Context: an optimization exercise on an open-source flow, tuned for small area. The choices shown serve that exercise and are no tape-out recipe.
Only simulation tests tie the RTL to the original design; equivalence was not proved.
Power is estimated from default activity; no workload was simulated.

==> design/flow/design.v <==
`default_nettype none
package debug_display_pkg;
    localparam int PAGE_WIDTH  = 128;
    localparam int BLOCK_WIDTH = 384;
    typedef logic [3:0] page_sel_t;
    typedef struct packed {
        logic [BLOCK_WIDTH-1:0] query_data;
        logic [BLOCK_WIDTH-1:0] subject_data;
        logic [87:0]            misc_debug;
        logic [BLOCK_WIDTH-1:0] query_debug;
        logic [BLOCK_WIDTH-1:0] subject_debug;
    } debug_src_t;
    typedef logic [6:0] seg_t;
    localparam logic [111:0] SEG_FONT = {
        7'b0001110, 7'b0000110, 7'b0100001, 7'b1000110,
        7'b0000011, 7'b0001000, 7'b0011000, 7'b0000000,
        7'b1111000, 7'b0000010, 7'b0010010, 7'b0011001,
        7'b0110000, 7'b0100100, 7'b1111001, 7'b1000000
    };
endpackage
`default_nettype wire
`default_nettype none
package lcd_pkg;
    typedef struct packed {
        logic [7:0] data;
        logic       rs;
        logic       rw;
        logic       en;
        logic       on;
    } lcd_bus_t;
    typedef logic [31:0][7:0] lcd_text_t;
    localparam logic [7:0] CMD_FUNCTION_SET = 8'h38;
    localparam logic [7:0] CMD_DISPLAY_ON   = 8'h0C;
    localparam logic [7:0] CMD_CLEAR        = 8'h01;
    localparam logic [7:0] CMD_ENTRY_MODE   = 8'h06;
    localparam logic [7:0] CMD_LINE1        = 8'h80;
    localparam logic [7:0] CMD_LINE2        = 8'hC0;
endpackage
`default_nettype wire
`timescale 1ns/1ps
`default_nettype none
module reset_delay #(
    parameter int RESET_DELAY_CYCLES = 1000,
    parameter int EN_CYCLES          = 12,
    parameter int GAP_CYCLES         = 2000
) (
    input  wire logic clock_50,
    input  wire logic reset,
    input  wire logic write_lcd,
    output logic      lcd_run,
    output logic      xfer_start,
    output logic      en_end
);
    localparam int TOTAL = EN_CYCLES + GAP_CYCLES;
    localparam bit USE_LFSR = (RESET_DELAY_CYCLES == 1000) &&
                              (EN_CYCLES == 12) && (GAP_CYCLES == 2000);
    localparam int BIN_W = ($clog2(TOTAL) > $clog2(RESET_DELAY_CYCLES)) ?
                           $clog2(TOTAL) : $clog2(RESET_DELAY_CYCLES);
    localparam int CNT_W = (BIN_W > 11) ? BIN_W : 11;
    localparam logic [CNT_W-1:0] DELAY_LAST =
        USE_LFSR ? CNT_W'(11'b10001101100) : CNT_W'(RESET_DELAY_CYCLES - 1);
    localparam logic [CNT_W-1:0] EN_LAST    =
        USE_LFSR ? CNT_W'(11'b11111111001) : CNT_W'(EN_CYCLES);
    localparam logic [CNT_W-1:0] XFER_LAST  =
        USE_LFSR ? CNT_W'(11'b01011000101) : CNT_W'(TOTAL - 1);
    logic [CNT_W-1:0] count;
    logic             wrap;
    logic [CNT_W-1:0] step;
    assign step = USE_LFSR ? {count[CNT_W-2:0], ~(count[10] ^ count[8])}
                           : count + 1'b1;
    assign wrap = lcd_run ? (count == XFER_LAST) : (count == DELAY_LAST);
    always_ff @(posedge clock_50) begin
        if (reset || write_lcd) begin
            lcd_run <= 1'b0;
            count   <= '0;
        end else begin
            if (wrap) lcd_run <= 1'b1;
            count <= wrap ? '0 : step;
        end
    end
    assign xfer_start = (count == '0);
    assign en_end     = (count == EN_LAST);
endmodule
`default_nettype wire
`timescale 1ns/1ps
`default_nettype none
module sel_aoi3 (
    input  wire logic [2:0] d,
    input  wire logic [2:0] s,
    output logic            y_n
);
    assign y_n = ~|(d & s);
endmodule
module page_select (
    input  wire logic                          clock_50,
    input  wire debug_display_pkg::page_sel_t  sel,
    input  wire debug_display_pkg::debug_src_t debug,
    input  wire logic [4:0]                    chr,
    output logic [3:0]                         nib
);
    localparam int PW = debug_display_pkg::PAGE_WIDTH;
    localparam int NG = 11;
    logic [12:0][PW-1:0]     pages;
    logic [12:0]             page_oh;
    logic [32:0]             chr_oh;
    logic [12:0][3:0][NG-1:0] y_n;
    logic [12:0][3:0]        col;
    logic [3:0]              nib_next;
    assign pages[0]  = debug.query_data[0*PW +: PW];
    assign pages[1]  = debug.query_data[1*PW +: PW];
    assign pages[2]  = debug.query_data[2*PW +: PW];
    assign pages[3]  = debug.subject_data[0*PW +: PW];
    assign pages[4]  = debug.subject_data[1*PW +: PW];
    assign pages[5]  = debug.subject_data[2*PW +: PW];
    assign pages[6]  = PW'(debug.misc_debug);
    assign pages[7]  = debug.query_debug[0*PW +: PW];
    assign pages[8]  = debug.query_debug[1*PW +: PW];
    assign pages[9]  = debug.query_debug[2*PW +: PW];
    assign pages[10] = debug.subject_debug[0*PW +: PW];
    assign pages[11] = debug.subject_debug[1*PW +: PW];
    assign pages[12] = debug.subject_debug[2*PW +: PW];
    always_comb begin
        for (int p = 0; p < 13; p++) page_oh[p] = (sel == 4'(p));
        for (int n = 0; n < 32; n++) chr_oh[n] = (chr == 5'(31 - n));
        chr_oh[32] = 1'b0;
    end
    for (genvar p = 0; p < 13; p++) begin : g_page
        localparam int NN = (p == 6) ? 22 : 32;
        for (genvar b = 0; b < 4; b++) begin : g_bit
            for (genvar g = 0; g < NG; g++) begin : g_gate
                logic [2:0] d;
                logic [2:0] s;
                for (genvar j = 0; j < 3; j++) begin : g_in
                    if (3*g + j < NN) begin : g_used
                        assign d[j] = pages[p][4*(3*g + j) + b];
                        assign s[j] = chr_oh[3*g + j];
                    end else begin : g_pad
                        assign d[j] = 1'b0;
                        assign s[j] = 1'b0;
                    end
                end
                if (3*g < NN) begin : g_real
                    sel_aoi3 u_aoi (.d(d), .s(s), .y_n(y_n[p][b][g]));
                end else begin : g_none
                    assign y_n[p][b][g] = 1'b1;
                end
            end
            assign col[p][b] = ~&y_n[p][b];
        end
    end
    always_comb begin
        nib_next = '0;
        for (int p = 0; p < 13; p++) nib_next |= {4{page_oh[p]}} & col[p];
    end
    always_ff @(posedge clock_50) nib <= nib_next;
endmodule
`default_nettype wire
`timescale 1ns/1ps
`default_nettype none
module hex_ascii_encoder (
    input  wire logic [3:0] nib,
    output logic [7:0]      ascii
);
    always_comb begin
        if (nib < 4'd10) begin
            ascii = {4'h3, nib};
        end else begin
            ascii = 8'h37 + {4'h0, nib};
        end
    end
endmodule
`default_nettype wire
`timescale 1ns/1ps
`default_nettype none
module seven_seg_bank (
    input  wire logic                          clock_50,
    input  wire logic                          reset,
    input  wire logic                          show_id,
    input  wire logic [31:0]                   subject_id,
    input  wire logic [31:0]                   subject_length,
    output debug_display_pkg::seg_t [7:0]      hex
);
    logic [31:0] word_q;
    logic        blank_q;
    always_ff @(posedge clock_50) begin
        word_q  <= show_id ? subject_id : subject_length;
        blank_q <= reset;
    end
    function automatic debug_display_pkg::seg_t font(input logic [3:0] nib);
        font = '1;
        for (int i = 0; i < 16; i++) begin
            if (nib == 4'(i)) font = debug_display_pkg::SEG_FONT[7*i +: 7];
        end
    endfunction
    always_comb begin
        for (int k = 0; k < 8; k++) begin
            hex[k] = font(word_q[4*k +: 4]) | {7{blank_q}};
        end
    end
endmodule
`default_nettype wire
`timescale 1ns/1ps
`default_nettype none
module status_leds #(
    parameter int HEARTBEAT_HALF = 100_000
) (
    input  wire logic        clock_50,
    input  wire logic        reset,
    input  wire logic [25:0] status,
    output logic      [17:0] ledr,
    output logic      [8:0]  ledg
);
    localparam bit USE_LFSR = (HEARTBEAT_HALF == 100_000);
    localparam int BIN_W    = $clog2(HEARTBEAT_HALF + 1);
    localparam int CNT_W    = (BIN_W > 17) ? BIN_W : 17;
    localparam logic [CNT_W-1:0] BEAT_LAST =
        USE_LFSR ? CNT_W'(17'b00101010001101011) : CNT_W'(HEARTBEAT_HALF - 1);
    logic [CNT_W-1:0] beat_count;
    logic             beat;
    logic [7:0]       status_low;
    logic [CNT_W-1:0] step;
    assign step = USE_LFSR ? {beat_count[CNT_W-2:0], ~(beat_count[16] ^ beat_count[13])}
                           : beat_count + 1'b1;
    always_ff @(posedge clock_50) begin
        ledr       <= status[25:8];
        status_low <= status[7:0];
    end
    always_ff @(posedge clock_50) begin
        if (reset) begin
            beat_count <= '0;
            beat       <= 1'b0;
        end else if (beat_count == BEAT_LAST) begin
            beat_count <= '0;
            beat       <= ~beat;
        end else begin
            beat_count <= step;
        end
    end
    assign ledg = {beat, status_low};
endmodule
`default_nettype wire
`timescale 1ns/1ps
`default_nettype none
module lcd_controller (
    input  wire logic         clock_50,
    input  wire logic         lcd_run,
    input  wire logic         xfer_start,
    input  wire logic         en_end,
    input  wire logic [7:0]   ascii,
    output logic [4:0]        chr,
    output lcd_pkg::lcd_bus_t lcd
);
    logic [5:0] slot;
    logic [5:0] slot_next;
    logic [7:0] next_byte;
    logic [7:0] data_q;
    logic       rs_q;
    logic       en_q;
    assign chr = slot[4:0];
    always_comb begin
        case (slot[2:0])
            3'd0:    next_byte = lcd_pkg::CMD_FUNCTION_SET;
            3'd1:    next_byte = lcd_pkg::CMD_DISPLAY_ON;
            3'd2:    next_byte = lcd_pkg::CMD_CLEAR;
            3'd3:    next_byte = lcd_pkg::CMD_ENTRY_MODE;
            3'd4:    next_byte = lcd_pkg::CMD_LINE2;
            default: next_byte = lcd_pkg::CMD_LINE1;
        endcase
        if (!slot[5]) next_byte = ascii;
        if (slot == 6'd15)      slot_next = 6'd36;
        else if (slot == 6'd36) slot_next = 6'd16;
        else if (slot == 6'd31) slot_next = 6'd37;
        else if (slot == 6'd37) slot_next = 6'd0;
        else if (slot == 6'd35) slot_next = 6'd0;
        else                    slot_next = slot + 1'b1;
    end
    always_ff @(posedge clock_50) begin
        if (!lcd_run) begin
            slot   <= 6'd32;
            data_q <= '0;
            rs_q   <= 1'b0;
            en_q   <= 1'b0;
        end else begin
            if (xfer_start) begin
                slot   <= slot_next;
                data_q <= next_byte;
                rs_q   <= !slot[5];
                en_q   <= 1'b1;
            end
            if (en_end) begin
                en_q <= 1'b0;
            end
        end
    end
    assign lcd = {data_q, rs_q, 1'b0, en_q, 1'b1};
endmodule
`default_nettype wire
`timescale 1ns/1ps
`default_nettype none
module debug_display_top #(
    parameter int RESET_DELAY_CYCLES = 1000,
    parameter int EN_CYCLES          = 12,
    parameter int GAP_CYCLES         = 2000,
    parameter int HEARTBEAT_HALF     = 100_000
) (
    input  wire logic                          clock_50,
    input  wire logic                          reset,
    input  wire logic [17:0]                   sw,
    input  wire debug_display_pkg::debug_src_t debug,
    input  wire logic [31:0]                   subject_id,
    input  wire logic [31:0]                   subject_length,
    input  wire logic [25:0]                   status,
    input  wire logic                          write_lcd,
    output debug_display_pkg::seg_t [7:0]      hex,
    output logic [17:0]                        ledr,
    output logic [8:0]                         ledg,
    output lcd_pkg::lcd_bus_t                  lcd
);
    logic       lcd_run;
    logic       xfer_start;
    logic       en_end;
    logic [4:0] chr;
    logic [3:0] nib;
    logic [7:0] ascii;
    reset_delay #(
        .RESET_DELAY_CYCLES (RESET_DELAY_CYCLES),
        .EN_CYCLES          (EN_CYCLES),
        .GAP_CYCLES         (GAP_CYCLES)
    ) reset_delay_i (
        .clock_50   (clock_50),
        .reset      (reset),
        .write_lcd  (write_lcd),
        .lcd_run    (lcd_run),
        .xfer_start (xfer_start),
        .en_end     (en_end)
    );
    page_select page_select_i (
        .clock_50 (clock_50),
        .sel      (sw[17:14]),
        .debug    (debug),
        .chr      (chr),
        .nib      (nib)
    );
    hex_ascii_encoder hex_ascii_encoder_i (
        .nib   (nib),
        .ascii (ascii)
    );
    lcd_controller lcd_controller_i (
        .clock_50   (clock_50),
        .lcd_run    (lcd_run),
        .xfer_start (xfer_start),
        .en_end     (en_end),
        .ascii      (ascii),
        .chr        (chr),
        .lcd        (lcd)
    );
    seven_seg_bank seven_seg_bank_i (
        .clock_50       (clock_50),
        .reset          (reset),
        .show_id        (sw[10]),
        .subject_id     (subject_id),
        .subject_length (subject_length),
        .hex            (hex)
    );
    status_leds #(.HEARTBEAT_HALF(HEARTBEAT_HALF)) status_leds_i (
        .clock_50 (clock_50),
        .reset    (reset),
        .status   (status),
        .ledr     (ledr),
        .ledg     (ledg)
    );
endmodule
`default_nettype wire
==> design/flow/flow/run.sh <==
#!/bin/bash
# The standard layout, with the smallest buffer on every input and output
# port instead of the delay buffer buffer_ports picks by default.
set -euo pipefail
bash standard.sh "BUFFER_PORTS_ARGS=-buffer_cell sky130_fd_sc_hd__buf_1" finish > standard_flow.log 2>&1
==> design/flow/standard.sh <==
#!/bin/bash
# synth_recipe.tcl (not shown) runs the flow's synth.tcl, then flattens the netlist and writes it again
# the make line also repeats each setting of config.mk as NAME=value (left out here)
make -C /OpenROAD-flow-scripts/flow DESIGN_CONFIG=/design/flow/config.mk WORK_HOME=/design/flow/orfs CLKGATE_MAP_FILE= SYNTH_SCRIPT=/design/flow/synth_recipe.tcl "${@:-finish}"
==> design/flow/config.mk <==
export PLATFORM = sky130hd
export DESIGN_NAME = debug_display_top
export DESIGN_NICKNAME = debug_display_top
export VERILOG_FILES = /design/flow/design.v
export SDC_FILE = /design/flow/constraint.sdc
export NUM_CORES = 4
export LEC_CHECK = 0
export CAP_MARGIN = 20
export CORE_AREA = 5 5 535 535
export CTS_CLUSTER_DIAMETER = 60
export CTS_CLUSTER_SIZE = 10
export DIE_AREA = 0 0 540 540
export PLACE_DENSITY = 0.3
export SLEW_MARGIN = 20
export SYNTH_HIERARCHICAL = 1
export SYNTH_MINIMUM_KEEP_SIZE = 0
==> design/flow/constraint.sdc <==
create_clock -name core_clock -period 10.0 [get_ports {clock_50}]
set_input_delay 2.0000 -clock core_clock [delete_from_list [all_inputs] [get_ports {clock_50}]]
set_output_delay 2.0000 -clock core_clock [all_outputs]
set_load 0.01 [all_outputs]
==> flow_metrics.py, run 1 <==
metrics = {
    "cells_and_area": {
        "finalNetCount": 5249,
        "fillerInstances": 33270,
        "multi_input_comb_area_mm2": 0.01100,
        "area_delta_synth_final_pct": 105.1,
        "fin_cells": 7293,
        "regArea_mm2": 0.002183,
        "fin_area_mm2": 0.02649,
        "drive_gt1_share_pct": 8.397,
    },
    "timing": {
        "hold_viol": 0,
        "setup_viol": 0,
        "maxSlewViolCount": 0,
        "fmax_ghz": 0.1715,
        "rsz0062_at_grt": "false",
        "fin_crit_ns": 5.830,
        "fin_tns_setup_ns": 0,
        "slew_headroom_pct": 7.554,
        "tightestPinTransition_ns": 1.387,
        "setup_ws_ns": 4.170,
        "clock_skew_ns": 0.01654,
        "finalCritPeriodShare_pct": 58.30,
        "whs_ns": 0.4454,
    },
    "place": {
        "dpl_cell_area_mm2": 0.02606,
        "dp.cells": 7220,
        "gp_congestion": 0.9762,
        "hpwl_um": 230000,
        "pre_cts_ws_ns": 3.854,
        "portBuffers": 1814,
    },
    "logic_synthesis": {
        "ys_seq_area_share_pct": 16.90,
        "synth_warnings": 12,
        "synth_cells": 1474,
        "synth_area_mm2": 0.01291,
        "synth_cell_types": 74,
        "avgSynthCellArea_um2": 8.762,
        "synthArstFlopShare_pct": 0,
        "synth_edf_count": 0,
        "synth-seq-cells": 109,
        "ys.flop_type": "dfxtp_1",
    },
    "clock_tree": {
        "clock_sinks": 109,
        "cts.clk_slew.worst_paths_ns": 0.10,
        "cts_root_buffer": "clkbuf_16",
        "cts_tree": "done",
        "clock_path_buffers": 2,
        "postCtsSetupBuffers": 0,
        "cts_buffers": 9,
        "clk_latency_ns": 0.40,
        "htree_levels": 3,
        "holdBufCountCts": 0,
        "cts-resized-gates": 0,
    },
    "die": {
        "io_pins": 1830,
        "die-height_um": 540,
        "initial_core_util_pct": 4.619,
        "std_cell_rows": 194,
        "die_x_um": 540,
        "core-area_mm2": 0.2796,
        "die_area_mm2": 0.2916,
    },
    "detailed_routing": {
        "drtIter0Drc": 6192,
        "drcViolationCount": 0,
        "vias_per_cell": 3.893,
        "routed_wl_um": 266000,
        "firstDrtPassIters": 13,
        "drtAntennaViolNets": 0,
        "routedWlPerCell_um": 36.48,
        "via_count": 28390,
    },
    "power_and_ir_drop": {
        "powerDensity_mw_per_mm2": 55.13,
        "leakagePower_nw": 7.547,
        "p_clk_share_pct": 26.7,
        "ir_drop_uv": 83.55,
        "p_sw_share_pct": 40.04,
        "pwr-share-comb_pct": 39.3,
        "power_frac_seq_pct": 33.9,
        "p_int_uw": 875.7,
        "power.switching_uw": 584.9,
    },
    "setup_path": {
        "r2r-end": "page_select_i.nib[3]",
        "critPathLaunch": "lcd_controller_i.slot[1]",
        "crit_fanout": 13,
        "end_kind": "flop",
        "reg2reg_slack_ns": 4.17,
        "crit_arrival_ns": 6.11,
        "critPathKind": "flop to flop",
        "critPathMostFrequentCell": "buf_4",
        "reg2reg_from": "lcd_controller_i.slot[1]",
        "cpMaxStageDelayCell": "nand2b_1",
        "cp_num_buf_inv": 3,
        "cp_slowest_stage_delay_ns": 0.76,
        "r2r.worst_path.cells": 10,
        "crit_path_start_kind": "flop",
        "cp.required_ns": 10.28,
        "critPathTopFamily": "simple AND/OR/NAND/NOR gates",
        "worstPathCellList": "nand2b_1 -> nor2_4 -> buf_4 -> buf_4 -> a222oi_1 -> buf_4 -> nand4_1 -> o31ai_2 -> nand4_1 -> or4_1",
    },
    "run": {
        "maxCapViolations": 0,
    },
    "global_routing": {
        "grt_pass1_wl_um": 319300,
        "grt_pass1_vias": 28010,
        "grt_max_degree": 51,
        "track_usage_pct": 16.99,
        "antenna_found_initial": 116,
        "grt_remaining_overflow": 0,
    },
    "outcome": {
        "status": "complete, no violations",
    },
    "worst_hold_path": {
        "hold_path_end": "status_leds_i.beat_count[16]",
        "hold_class": "flop to flop",
        "hold-path-cell-count": 1,
        "min-delay-start": "status_leds_i.beat_count[15]",
    },
}
-- worst max path at each step --
stage                                 to  slack [ns]  cells past startpoint
CTS                 page_select_i.nib[3]        3.92                     10
global placement    page_select_i.nib[1]        3.84                      7
global route        page_select_i.nib[3]        3.88                     10
detailed placement  page_select_i.nib[1]        3.85                      7
floorplan           page_select_i.nib[0]        6.57                      8
finish              page_select_i.nib[3]        4.17                     10
-- power by group through the flow --
stage	Combinational, mW	Clock, mW	Sequential [mW]
after floorplan	0.167	0	0.476
after global placement	0.578	0	0.506
after detailed placement	0.579	0	0.506
after CTS	0.583	0.429	0.496
after global routing	0.620	0.437	0.501
final	0.574	0.391	0.496
-- stage by stage --
| stage | utilization (%) | power [mW] |
|---|---|---|
| 6_report | 9.474 | 1.461 |
| 2_1_floorplan | - | 0.6431 |
| 5_1_grt | 9.445 | 1.558 |
| 4_1_cts | 9.422 | 1.508 |
| 3_5_place_dp | 9.318 | 1.085 |
| 3_3_place_gp | 9.261 | 1.084 |
-- modules after synthesis, one instance, submodules excluded, excerpt --
module             flip-flops and latches  copies in the design
seven_seg_bank                         33                     1
page_select                             4                     1
lcd_controller                         16                     1
hex_ascii_encoder                       0                     1
sel_aoi3                                0                   560
-- logic make-up (layout without fill, tap and decap cells) --
family,Yosys count,count (layout),synth area share [%]
buf+inv,86,2014,3.575
fa+ha+maj,6,6,0.5813
xor+xnor,11,11,0.7460
flops,109,109,16.90
simple gates,443,443,19.59
compound gates,781,781,55.55
other cells,4,171,0.1162
mux,34,34,2.945
-- sequential cells by signal, indices dropped and copies added, names as in the netlist, 4 cells and up --
name	flops
status_leds_i.beat_count	17
page_select_i.nib	4
status_leds_i.status_low	8
seven_seg_bank_i.word_q	32
status_leds_i.ledr	18
reset_delay_i.count	11
lcd_controller_i.slot	6
lcd_controller_i.data_q	8
-- placed cells by master (no fill, tap or decap), types with 11 or more instances in the layout --
cell type	Yosys	routed
conb_1	4	115
buf_4	16	154
inv_1	19	19
nand3_1	54	54
o31ai_1	36	29
a31oi_1	16	16
nor3b_1	19	19
o21ai_0	45	43
a211o_1	12	12
dfxtp_1	109	108
nand4_1	114	114
nor2b_1	28	28
nand2_1	49	49
diode_2	0	56
a21oi_1	29	29
o21a_1	11	11
nor2_1	83	51
mux2_2	30	30
a222oi_1	560	560
buf_1	0	1809
nor2_4	0	32
nor3_1	15	12
-- metal layers --
| layer | track usage, % | part of all wire, % | vias up |
|---|---|---|---|
| met4 | 6.631 | 4.6 | 28 |
| li1 | - | - | 11440 |
| met1 | 19.09 | 37 | 13840 |
| met3 | 4.106 | 8.6 | 495 |
| met5 | 0 | 0.069 | - |
| met2 | 30.76 | 50 | 2583 |
-- synthesized netlist by cell type, drive strengths merged (4+ instances only) --
cell type | n | area share (%)
a222oi | 560 | 43
nand4 | 114 | 5.5
dfxtp | 109 | 17
nor2 | 84 | 2.5
nand3 | 54 | 2.1
buf | 49 | 2.5
nand2 | 49 | 1.4
o21ai | 46 | 1.8
o31ai | 36 | 2.1
mux2 | 32 | 2.8
a21oi | 31 | 1.3
nor2b | 28 | 1.4
inv | 19 | 0.55
nor3b | 19 | 1.1
clkbuf | 18 | 0.52
a31oi | 16 | 0.78
nor3 | 15 | 0.58
and2 | 14 | 0.77
a211o | 12 | 0.81
o21a | 11 | 0.64
or3 | 10 | 0.52
xnor2 | 9 | 0.61
a21boi | 8 | 0.47
or2 | 8 | 0.39
a22oi | 7 | 0.41
a32oi | 7 | 0.47
and4bb | 7 | 0.74
nand3b | 7 | 0.41
o211ai | 7 | 0.41
ha | 6 | 0.58
o21ba | 6 | 0.47
a221o | 5 | 0.39
nand2b | 5 | 0.24
o221ai | 5 | 0.34
a41oi | 4 | 0.27
and4b | 4 | 0.31
conb | 4 | 0.12
o211a | 4 | 0.31
or3b | 4 | 0.31
or4 | 4 | 0.23
-- area by class of cell --
class	count	share of cell area (%)
clock inverters	6	0.1936
repair buffers	1979	30.76
inverters	19	0.2692
well taps	3724	17.59
flip-flops and latches	109	8.241
clock buffers	10	0.9020
multi-input cells	1390	41.52
diodes	56	0.5289
==> run 2: changes to the inputs <==
--- a/design/flow/design.v
+++ b/design/flow/design.v
@@ -92,4 +92,18 @@
     assign y_n = ~|(d & s);
 endmodule
+module sel_aoi2 (
+    input  wire logic [1:0] d,
+    input  wire logic [1:0] s,
+    output logic            y_n
+);
+    assign y_n = ~|(d & s);
+endmodule
+module sel_nand1 (
+    input  wire logic d,
+    input  wire logic s,
+    output logic      y_n
+);
+    assign y_n = ~(d & s);
+endmodule
 module page_select (
     input  wire logic                          clock_50,
@@ -103,5 +117,5 @@
     logic [12:0][PW-1:0]     pages;
     logic [12:0]             page_oh;
-    logic [32:0]             chr_oh;
+    logic [31:0]             chr_oh;
     logic [12:0][3:0][NG-1:0] y_n;
     logic [12:0][3:0]        col;
@@ -123,5 +137,4 @@
         for (int p = 0; p < 13; p++) page_oh[p] = (sel == 4'(p));
         for (int n = 0; n < 32; n++) chr_oh[n] = (chr == 5'(31 - n));
-        chr_oh[32] = 1'b0;
     end
     for (genvar p = 0; p < 13; p++) begin : g_page
@@ -129,17 +142,22 @@
         for (genvar b = 0; b < 4; b++) begin : g_bit
             for (genvar g = 0; g < NG; g++) begin : g_gate
-                logic [2:0] d;
-                logic [2:0] s;
-                for (genvar j = 0; j < 3; j++) begin : g_in
-                    if (3*g + j < NN) begin : g_used
-                        assign d[j] = pages[p][4*(3*g + j) + b];
-                        assign s[j] = chr_oh[3*g + j];
-                    end else begin : g_pad
-                        assign d[j] = 1'b0;
-                        assign s[j] = 1'b0;
-                    end
-                end
-                if (3*g < NN) begin : g_real
-                    sel_aoi3 u_aoi (.d(d), .s(s), .y_n(y_n[p][b][g]));
+                if (3*g + 2 < NN) begin : g_three
+                    sel_aoi3 u_aoi (
+                        .d   ({pages[p][4*(3*g+2) + b], pages[p][4*(3*g+1) + b], pages[p][4*(3*g) + b]}),
+                        .s   (chr_oh[3*g +: 3]),
+                        .y_n (y_n[p][b][g])
+                    );
+                end else if (3*g + 1 < NN) begin : g_two
+                    sel_aoi2 u_aoi (
+                        .d   ({pages[p][4*(3*g+1) + b], pages[p][4*(3*g) + b]}),
+                        .s   (chr_oh[3*g +: 2]),
+                        .y_n (y_n[p][b][g])
+                    );
+                end else if (3*g < NN) begin : g_one
+                    sel_nand1 u_aoi (
+                        .d   (pages[p][4*(3*g) + b]),
+                        .s   (chr_oh[3*g]),
+                        .y_n (y_n[p][b][g])
+                    );
                 end else begin : g_none
                     assign y_n[p][b][g] = 1'b1;
@@ -173,4 +191,148 @@
 `timescale 1ns/1ps
 `default_nettype none
+module c_a31oi_1 (
+    input  wire logic A1,
+    input  wire logic A2,
+    input  wire logic A3,
+    input  wire logic B1,
+    output logic      Y
+);
+    assign Y = (~A1&~B1) | (~A2&~B1) | (~A3&~B1);
+endmodule
+module c_clkinv_1 (
+    input  wire logic A,
+    output logic      Y
+);
+    assign Y = (~A);
+endmodule
+module c_nand2_1 (
+    input  wire logic A,
+    input  wire logic B,
+    output logic      Y
+);
+    assign Y = (~A) | (~B);
+endmodule
+module c_nand3_1 (
+    input  wire logic A,
+    input  wire logic B,
+    input  wire logic C,
+    output logic      Y
+);
+    assign Y = (~A) | (~B) | (~C);
+endmodule
+module c_nand3b_1 (
+    input  wire logic A_N,
+    input  wire logic B,
+    input  wire logic C,
+    output logic      Y
+);
+    assign Y = (A_N) | (~B) | (~C);
+endmodule
+module c_nand4_1 (
+    input  wire logic A,
+    input  wire logic B,
+    input  wire logic C,
+    input  wire logic D,
+    output logic      Y
+);
+    assign Y = (~A) | (~B) | (~C) | (~D);
+endmodule
+module c_nor2_1 (
+    input  wire logic A,
+    input  wire logic B,
+    output logic      Y
+);
+    assign Y = (~A&~B);
+endmodule
+module c_o211ai_1 (
+    input  wire logic A1,
+    input  wire logic A2,
+    input  wire logic B1,
+    input  wire logic C1,
+    output logic      Y
+);
+    assign Y = (~A1&~A2) | (~B1) | (~C1);
+endmodule
+module c_o21a_1 (
+    input  wire logic A1,
+    input  wire logic A2,
+    input  wire logic B1,
+    output logic      X
+);
+    assign X = (A1&B1) | (A2&B1);
+endmodule
+module c_o21ai_1 (
+    input  wire logic A1,
+    input  wire logic A2,
+    input  wire logic B1,
+    output logic      Y
+);
+    assign Y = (~A1&~A2) | (~B1);
+endmodule
+module c_o221ai_1 (
+    input  wire logic A1,
+    input  wire logic A2,
+    input  wire logic B1,
+    input  wire logic B2,
+    input  wire logic C1,
+    output logic      Y
+);
+    assign Y = (~B1&~B2) | (~A1&~A2) | (~C1);
+endmodule
+module seg_font_dec (n, blank, seg);
+    input [3:0] n;
+    input blank;
+    output [6:0] seg;
+    wire [3:0] n;
+    wire blank;
+    wire [6:0] seg;
+    wire _00_;
+    wire _01_;
+    wire _02_;
+    wire _03_;
+    wire _04_;
+    wire _05_;
+    wire _06_;
+    wire _07_;
+    wire _08_;
+    wire _09_;
+    wire _10_;
+    wire _11_;
+    wire _12_;
+    wire _13_;
+    wire _14_;
+    wire _15_;
+    wire _16_;
+    wire _17_;
+    wire _18_;
+    wire _19_;
+    c_clkinv_1 u_20_ (.A(n[3]), .Y(_00_));
+    c_clkinv_1 u_21_ (.A(n[2]), .Y(_01_));
+    c_nand2_1 u_22_ (.A(_01_), .B(n[0]), .Y(_02_));
+    c_clkinv_1 u_23_ (.A(n[0]), .Y(_03_));
+    c_nand2_1 u_24_ (.A(_03_), .B(n[2]), .Y(_04_));
+    c_nand2_1 u_25_ (.A(_02_), .B(_04_), .Y(_05_));
+    c_clkinv_1 u_26_ (.A(_05_), .Y(_06_));
+    c_nand2_1 u_27_ (.A(_06_), .B(n[1]), .Y(_07_));
+    c_nand2_1 u_28_ (.A(_07_), .B(_02_), .Y(_08_));
+    c_nand2_1 u_29_ (.A(_08_), .B(_00_), .Y(_09_));
+    c_clkinv_1 u_30_ (.A(n[1]), .Y(_10_));
+    c_nand4_1 u_31_ (.A(_10_), .B(n[0]), .C(n[2]), .D(n[3]), .Y(_11_));
+    c_nand3b_1 u_32_ (.A_N(blank), .B(_09_), .C(_11_), .Y(seg[5]));
+    c_nand2_1 u_33_ (.A(_00_), .B(n[0]), .Y(_12_));
+    c_nand2_1 u_34_ (.A(_10_), .B(n[0]), .Y(_13_));
+    c_a31oi_1 u_35_ (.A1(_05_), .A2(_10_), .A3(_00_), .B1(blank), .Y(_14_));
+    c_o21a_1 u_36_ (.A1(n[2]), .A2(_13_), .B1(_14_), .X(_15_));
+    c_nand2_1 u_37_ (.A(_15_), .B(_12_), .Y(seg[4]));
+    c_nor2_1 u_38_ (.A(n[0]), .B(_09_), .Y(_16_));
+    c_o21ai_1 u_39_ (.A1(_07_), .A2(_16_), .B1(_15_), .Y(seg[3]));
+    c_a31oi_1 u_40_ (.A1(_13_), .A2(n[2]), .A3(n[3]), .B1(blank), .Y(_17_));
+    c_o21ai_1 u_41_ (.A1(n[0]), .A2(_09_), .B1(_17_), .Y(seg[2]));
+    c_o221ai_1 u_42_ (.A1(_08_), .A2(_12_), .B1(_06_), .B2(seg[4]), .C1(_17_), .Y(seg[1]));
+    c_o211ai_1 u_43_ (.A1(_02_), .A2(seg[4]), .B1(_11_), .C1(_14_), .Y(seg[0]));
+    c_nand3_1 u_44_ (.A(_13_), .B(n[2]), .C(n[3]), .Y(_18_));
+    c_a31oi_1 u_45_ (.A1(_10_), .A2(_01_), .A3(_00_), .B1(blank), .Y(_19_));
+    c_o221ai_1 u_46_ (.A1(n[1]), .A2(_18_), .B1(_12_), .B2(_07_), .C1(_19_), .Y(seg[6]));
+endmodule
 module seven_seg_bank (
     input  wire logic                          clock_50,
@@ -187,14 +349,10 @@
         blank_q <= reset;
     end
-    function automatic debug_display_pkg::seg_t font(input logic [3:0] nib);
-        font = '1;
-        for (int i = 0; i < 16; i++) begin
-            if (nib == 4'(i)) font = debug_display_pkg::SEG_FONT[7*i +: 7];
-        end
-    endfunction
-    always_comb begin
-        for (int k = 0; k < 8; k++) begin
-            hex[k] = font(word_q[4*k +: 4]) | {7{blank_q}};
-        end
+    for (genvar k = 0; k < 8; k++) begin : g_digit
+        seg_font_dec u_dec (
+            .n     (word_q[4*k +: 4]),
+            .blank (blank_q),
+            .seg   (hex[k])
+        );
     end
 endmodule
==> design/flow/flow/run.sh (replaced) <==
#!/bin/bash
# The standard layout with two changes: the smallest buffer on every input
# and output port instead of the delay buffer buffer_ports picks by
# default, and every combinational cell of the synthesized netlist set to
# drive strength 1 before floorplanning (flow/downsize.tcl).
set -euo pipefail
here=$(pwd)
bash standard.sh \
  "BUFFER_PORTS_ARGS=-buffer_cell sky130_fd_sc_hd__buf_1" \
  "POST_SYNTH_TCL=$here/flow/downsize.tcl" \
  finish > standard_flow.log 2>&1
==> design/flow/flow/downsize.tcl (new file) <==
# Sourced by ORFS after synthesis (POST_SYNTH_TCL), before 1_synth.odb is
# written: every combinational cell that synthesis picked in a drive
# strength above 1 goes back to its drive-1 version. Placement's repair
# steps size up again where slew, capacitance or timing need it.
# Flip-flops, latches and tie cells keep the cell synthesis gave them.
set db [ord::get_db]
set swapped 0
foreach inst [[ord::get_db_block] getInsts] {
  set m [[$inst getMaster] getName]
  if {![regexp {^sky130_fd_sc_hd__(\w+)_(\d+)$} $m -> base drive]} { continue }
  if {$drive <= 1} { continue }
  if {[regexp {^(df|sdf|edf|sedf|dl|sdl|conb)} $base]} { continue }
  set new [$db findMaster sky130_fd_sc_hd__${base}_1]
  if {$new eq "NULL"} { continue }
  $inst swapMaster $new
  incr swapped
}
puts "downsize.tcl: $swapped cells set to drive strength 1"
==> flow_metrics.py, run 2 <==
metrics = {
    "setup_path": {
        "crit_path_start_kind": "flop",
        "critPathMostFrequentCell": "buf_4",
        "cp_num_buf_inv": 3,
        "reg2reg_from": "lcd_controller_i.slot[1]",
        "worstPathCellList": "nand2b_1 -> nor2_4 -> buf_4 -> a222oi_1 -> buf_4 -> nand4_1 -> o31ai_2 -> buf_4 -> nand4_1 -> or4_1",
        "crit_fanout": 39,
        "cp_slowest_stage_delay_ns": 0.94,
        "critPathLaunch": "lcd_controller_i.slot[1]",
        "cpMaxStageDelayCell": "a222oi_1",
        "critPathTopFamily": "simple AND/OR/NAND/NOR gates",
        "cp.required_ns": 10.28,
        "reg2reg_slack_ns": 4.32,
        "critPathKind": "flop to flop",
        "crit_arrival_ns": 5.97,
        "r2r.worst_path.cells": 10,
        "end_kind": "flop",
        "cp_num_cells": 10,
    },
    "clock_tree": {
        "clock_path_buffers": 2,
        "cts_root_buffer": "clkbuf_16",
        "cts-resized-gates": 0,
        "cts_tree": "done",
        "clk_latency_ns": 0.40,
        "clock_sinks": 109,
        "postCtsSetupBuffers": 0,
        "cts_buffers": 9,
        "holdBufCountCts": 0,
        "cts.clk_slew.worst_paths_ns": 0.09,
        "htree_levels": 3,
    },
    "timing": {
        "fmax_ghz": 0.1760,
        "setup_viol": 0,
        "setup_ws_ns": 4.317,
        "fin_crit_ns": 5.683,
        "slew_headroom_pct": 13.01,
        "whs_ns": 0.4479,
        "maxSlewViolCount": 0,
        "hold_viol": 0,
        "clock_skew_ns": 0.01683,
        "rsz0062_at_grt": "false",
        "tightestPinTransition_ns": 1.305,
        "fin_tns_setup_ns": 0,
        "finalCritPeriodShare_pct": 56.83,
    },
    "cells_and_area": {
        "final_cell_mix": "1809 x buf_1, 508 x a222oi_1, 122 x nand4_1, 122 x buf_4, 108 x dfxtp_1",
        "finalNetCount": 5070,
        "multi_input_comb_area_mm2": 0.009811,
        "fillerInstances": 33310,
        "layout_commonest_cell": "buf_1",
        "area_delta_synth_final_pct": 110.2,
        "fin_area_mm2": 0.02522,
        "largestRegisters": "seven_seg_bank_i.word_q x32, status_leds_i.ledr x18, status_leds_i.beat_count x17",
        "drive_gt1_share_pct": 5.909,
        "regArea_mm2": 0.002183,
        "largest-register": "seven_seg_bank_i.word_q",
        "largest_reg_flops": 32,
    },
    "logic_synthesis": {
        "synth_warnings": 12,
        "avgSynthCellArea_um2": 8.562,
        "synth_area_mm2": 0.01200,
        "synth_cells": 1401,
    },
    "global_routing": {
        "track_usage_pct": 16.24,
        "grt_pass1_wl_um": 307100,
        "antenna_found_initial": 121,
        "grt_remaining_overflow": 0,
        "grt_max_degree": 53,
        "grt_pass1_vias": 27470,
    },
    "power_and_ir_drop": {
        "powerDensity_mw_per_mm2": 55.93,
        "leakagePower_nw": 7.067,
        "total_power_mw": 1.410,
        "ir_drop_uv": 94.93,
    },
    "die": {
        "die-height_um": 540,
        "die_area_mm2": 0.2916,
        "std_cell_rows": 194,
        "core-area_mm2": 0.2796,
        "initial_core_util_pct": 4.290,
        "die_x_um": 540,
        "io_pins": 1830,
    },
    "detailed_routing": {
        "firstDrtPassIters": 15,
        "routedWlPerCell_um": 35.57,
        "drtIter0Drc": 5513,
        "vias_per_cell": 3.846,
        "routed_wl_um": 253400,
        "drtAntennaViolNets": 0,
        "via_count": 27390,
        "drcViolationCount": 0,
    },
    "worst_hold_path": {
        "hold_class": "flop to flop",
        "min-delay-start": "status_leds_i.beat_count[12]",
        "hold-path-cell-count": 1,
    },
    "run": {
        "maxCapViolations": 0,
    },
    "outcome": {
        "status": "complete, no violations",
    },
    "place": {
        "hpwl_um": 218100,
        "portBuffers": 1814,
        "gp_congestion": 1.034,
        "pre_cts_ws_ns": 4.234,
        "dpl_cell_area_mm2": 0.02474,
    },
}
-- run 2: cell count changes in the layout (fill, tap and decap cells not counted), sizes merged, moves of 12 or more --
cell	change
nor3b	-18
a222oi	-52
conb	-112
nor2b	-20
buf	-30
o221ai	+17
a22oi	+42
a211o	-12
o21ai	-19
nor2	-27
nand2	+46
inv	+28
-- run 2: area by class of cell --
cell class	count	area share, %
tap	3724	18.48
multi-input combinational	1213	38.91
timing repair buffer	1948	31.38
sequential	109	8.659
clock buffer	10	0.9478
clock inverter	6	0.2729
inverter	48	0.7145
antenna	65	0.6451
-- run 2: stage by stage --
| stage | instances | util, % |
|---|---|---|
| after floorplan | 1401 | - |
| after global placement | 7038 | 8.840 |
| after detailed placement | 7041 | 8.847 |
| after CTS | 7057 | 8.958 |
| after global routing | 7096 | 8.993 |
| final | 7123 | 9.017 |
-- run 2: layer usage --
layer,track usage [%],vias to the layer above,wire length (µm)
li1,-,10980,-
met1,17.31,13360,88450
met2,29.68,2536,129300
met3,4.187,483,21800
met4,7.802,30,13650
met5,0.01623,-,193
-- run 2: final timing paths --
check / end
worst min-delay path: status_leds_i.beat_count[13]
worst max-delay path: page_select_i.nib[1]
worst max register to register: page_select_i.nib[1]
worst min register to register: status_leds_i.beat_count[13]
-- run 2: power by group --
group          switching [mW]  internal [mW]
combinational           0.314          0.213
sequential             0.0230          0.454
clock                   0.203          0.204

[static timing again, ports no longer ideal]
No port has a modelled driver above. Below, the same layouts with a new extraction and two added sets of constraints. Step 1 sets driving cells, clkbuf_16 on the clock port and buf_2 on the other inputs (assumed; they add their load-dependent delay and slew). Step 2, shift: input delay + t, output delay - t, t = (earliest + latest rising clock arrival at the registers) / 2. This alone moves slack from input paths to output paths. a / b / c = no drivers / after step 1 / after step 2; a / b = the first two.
run | t, ns | setup WS [ns] | worst data-port slew with drivers (ns) | cell pins on the clock port's net
run 1 | 0.465 | 4.170 / 4.170 / 4.170 | 0.42 | 1
run 2 | 0.479 | 4.317 / 4.317 / 4.317 | 0.54 | 1
After both steps every run listed still meets setup and hold.
